Context: an optimization exercise on an open-source flow, tuned for small area, a short achievable clock period and few clock cycles per item. The choices shown serve that exercise and are no tape-out recipe. RTL that was checked went through simulation tests only; none was proved equivalent to the original.

## dataPath
module dataPath (
    input  logic        Clock,
    input  logic        rstN,
    input  logic [9:0]  outSel,      
    input  logic [10:0] loadSel,     
    input  logic [3:0]  regSel,
    input  logic [4:0]  opSelect,
    input  logic        start,
    input  logic [31:0] mdataIn,
    output logic [31:0] busOut,
    output logic        finished
);
==> module alu, before the edit <==
module alu (
    input  logic                Clock,
    input  logic                rstN,
    input  datapathPkg::aluOp_t opSelect,
    input  logic                start,
    input  datapathPkg::word_t  a,
    input  datapathPkg::word_t  b,
    output datapathPkg::dword_t result,
    output logic                finished
);
    localparam int W  = 32;
    localparam int K  = 8;         
    localparam int L  = W / K;                 
    localparam int CW = (L > 2) ? $clog2(L) : 1;
    typedef struct packed {
        logic engLo;     
        logic engHi;     
        logic andOp;
        logic orOp;
        logic mul;
    } kind_t;
    logic                isAdd, isSub, isAnd, isOr, isMul, isShl, isShr;
    kind_t               kind;
    logic                subReg;                
    logic [CW-1:0]       stepsLeft;             
    datapathPkg::word_t  aReg;                  
    datapathPkg::word_t  bReg;                  
    datapathPkg::word_t  acc;                   
    logic [W+K-1:0]      engSum;
    logic [4:0]          shAmt;
    logic                shrBits;               
    logic [K-1:0]        chunkNext;
    datapathPkg::word_t  aShl;
    datapathPkg::word_t  aShr;
    datapathPkg::word_t  aNext;
    datapathPkg::word_t  lowResult;
    assign isAdd = (opSelect == datapathPkg::opAdd);
    assign isSub = (opSelect == datapathPkg::opSub);
    assign isAnd = (opSelect == datapathPkg::opAnd);
    assign isOr  = (opSelect == datapathPkg::opOr);
    assign isMul = (opSelect == datapathPkg::opMul);
    assign isShl = (opSelect == datapathPkg::opShl);
    assign isShr = (opSelect == datapathPkg::opShr);
    assign shAmt   = b[4:0];
    assign shrBits = (shAmt[2:0] != 3'd0);
    assign aShl    = a << {shAmt[4:3], 3'b000};
    assign aShr    = a >> {shAmt[4:3], 3'b000};
    always_comb begin
        aNext = a;
        if (isShl) begin
            aNext = aShl;
        end else if (isShr) begin
            aNext = aShr;
        end
    end
    always_comb begin
        chunkNext = b[K-1:0];
        if (isShl) begin
            chunkNext = K'(1) << shAmt[2:0];
        end else if (isShr) begin
            chunkNext = shrBits ? K'(1) << (4'd8 - {1'b0, shAmt[2:0]}) : K'(1);
        end else if (isAdd || isSub) begin
            chunkNext = K'(1);
        end
    end
    assign engSum = {{K{1'b0}}, acc} + (W+K)'(aReg * bReg[K-1:0]) + (W+K)'(subReg);
    always_ff @(posedge Clock or negedge rstN) begin
        if (!rstN) begin
            kind      <= '0;
            stepsLeft <= '0;
            finished  <= 1'b0;
        end else begin
            finished <= 1'b0;
            if (start) begin
                kind.engLo <= isAdd | isSub | isShl | (isShr & ~shrBits);
                kind.engHi <= isShr & shrBits;
                kind.andOp <= isAnd;
                kind.orOp  <= isOr;
                kind.mul   <= isMul;
                if (isMul && L > 1) begin
                    stepsLeft <= CW'(L - 1);
                end else begin
                    finished <= 1'b1;
                end
            end else if (stepsLeft != '0) begin
                stepsLeft <= stepsLeft - 1'b1;
                if (stepsLeft == CW'(1)) begin
                    finished <= 1'b1;
                end
            end
        end
    end
    always_ff @(posedge Clock) begin
        if (start) begin
            aReg   <= aNext;
            bReg   <= {b[W-1:K], chunkNext};
            acc    <= (b ^ {W{isSub}}) & {W{isAdd | isSub}};
            subReg <= isSub;
        end else if (stepsLeft != '0) begin
            acc  <= engSum[W+K-1:K];
            bReg <= {engSum[K-1:0], bReg[W-1:K]};
        end
    end
    assign lowResult = ({W{kind.engLo}} & engSum[W-1:0])
                     | ({W{kind.engHi}} & engSum[W+K-1:K])
                     | ({W{kind.andOp}} & (aReg & bReg))
                     | ({W{kind.orOp}}  & (aReg | bReg));
    always_comb begin
        if (kind.mul) begin
            result = {engSum, bReg[W-1:K]};
        end else begin
            result = {{W{1'b0}}, lowResult};
        end
    end
endmodule
make LEC_CHECK=0 ABC_CLOCK_PERIOD_IN_PS=4500 CAP_MARGIN=20 CORE_MARGIN=2 CORE_UTILIZATION=40 SETUP_SLACK_MARGIN=2.0 SLEW_MARGIN=20 finish   # period 7.0 ns
run.sh (not shown) runs the stock make flow with config.mk's settings and CLKGATE_MAP_FILE= SYNTH_SCRIPT=/design/flow/synth_recipe.tcl, a recipe that flattens the netlist after the stock synthesis.
Testbench counts at the start, summed over its fixed seeds: cycles 30,800, ops 6,400.
==> next run, changes <==
--- a/flow/design.v
+++ b/flow/design.v
@@ -212,6 +212,5 @@
     localparam int CW = (L > 2) ? $clog2(L) : 1;
     typedef struct packed {
-        logic engLo;     
-        logic engHi;     
+        logic arith;     
         logic andOp;
         logic orOp;
@@ -221,4 +220,5 @@
     kind_t               kind;
     logic                subReg;                
+    logic [2:0]          winSel;                
     logic [CW-1:0]       stepsLeft;             
     datapathPkg::word_t  aReg;                  
@@ -227,9 +227,9 @@
     logic [W+K-1:0]      engSum;
     logic [4:0]          shAmt;
-    logic                shrBits;               
+    logic [5:0]          shrLeft;               
+    logic [2:0]          chunkBit;
     logic [K-1:0]        chunkNext;
-    datapathPkg::word_t  aShl;
-    datapathPkg::word_t  aShr;
-    datapathPkg::word_t  aNext;
+    logic [2:0]          winNext;
+    datapathPkg::word_t  window;
     datapathPkg::word_t  lowResult;
     assign isAdd = (opSelect == datapathPkg::opAdd);
@@ -240,24 +240,22 @@
     assign isShl = (opSelect == datapathPkg::opShl);
     assign isShr = (opSelect == datapathPkg::opShr);
-    assign shAmt   = b[4:0];
-    assign shrBits = (shAmt[2:0] != 3'd0);
-    assign aShl    = a << {shAmt[4:3], 3'b000};
-    assign aShr    = a >> {shAmt[4:3], 3'b000};
+    assign shAmt    = b[4:0];
+    assign shrLeft  = 6'd32 - {1'b0, shAmt};
+    assign chunkBit = isShr ? shrLeft[2:0] : shAmt[2:0];
     always_comb begin
-        aNext = a;
-        if (isShl) begin
-            aNext = aShl;
-        end else if (isShr) begin
-            aNext = aShr;
+        chunkNext = b[K-1:0];
+        if (isShl || isShr) begin
+            chunkNext = K'(1) << chunkBit;
+        end else if (isAdd || isSub) begin
+            chunkNext = K'(1);
         end
     end
     always_comb begin
-        chunkNext = b[K-1:0];
         if (isShl) begin
-            chunkNext = K'(1) << shAmt[2:0];
+            winNext = 3'd3 - {1'b0, shAmt[4:3]};
         end else if (isShr) begin
-            chunkNext = shrBits ? K'(1) << (4'd8 - {1'b0, shAmt[2:0]}) : K'(1);
-        end else if (isAdd || isSub) begin
-            chunkNext = K'(1);
+            winNext = 3'd7 - shrLeft[5:3];
+        end else begin
+            winNext = 3'd3;
         end
     end
@@ -271,6 +269,5 @@
             finished <= 1'b0;
             if (start) begin
-                kind.engLo <= isAdd | isSub | isShl | (isShr & ~shrBits);
-                kind.engHi <= isShr & shrBits;
+                kind.arith <= isAdd | isSub | isShl | isShr;
                 kind.andOp <= isAnd;
                 kind.orOp  <= isOr;
@@ -291,8 +288,9 @@
     always_ff @(posedge Clock) begin
         if (start) begin
-            aReg   <= aNext;
+            aReg   <= a;
             bReg   <= {b[W-1:K], chunkNext};
             acc    <= (b ^ {W{isSub}}) & {W{isAdd | isSub}};
             subReg <= isSub;
+            winSel <= winNext;
         end else if (stepsLeft != '0) begin
             acc  <= engSum[W+K-1:K];
@@ -300,6 +298,6 @@
         end
     end
-    assign lowResult = ({W{kind.engLo}} & engSum[W-1:0])
-                     | ({W{kind.engHi}} & engSum[W+K-1:K])
+    assign window = W'({24'b0, engSum, 24'b0} >> {winSel, 3'b000});
+    assign lowResult = ({W{kind.arith}} & window)
                      | ({W{kind.andOp}} & (aReg & bReg))
                      | ({W{kind.orOp}}  & (aReg | bReg));
Effect: The changed run produced a clean layout. Clock skew grows by 9.6 ps. Wire length grows by 4.5%. Setup slack loses 24 ps.
No functional check of the RTL was part of the second run of this note.

-- what the ideal ports hide --
No port has a modelled driver above. Below, the same layouts with a new extraction and two added sets of constraints. Step 1: set_driving_cell puts a clkbuf_16 on Clock and a buf_2 on each other input, an assumption about the parent block. Step 2 adds t to the input delays and takes it off the output delays; t is the mean of the earliest and latest rising clock arrival at the registers after step 1. Input paths then give back, and output paths get back, about the clock's delay inside the block. Slacks: no drivers / after step 1 / after step 2; pairs: no drivers / after step 1.
| run | t, ns | setup slack, ns | worst register clock-pin slew, ns |
|---|---|---|---|
| the first run | 0.725 | 1.228 / 1.228 / 1.228 | 0.06 / 0.06 |
| the second run | 0.714 | 1.204 / 1.204 / 1.204 | 0.07 / 0.07 |
After both steps every run listed still meets setup and hold.
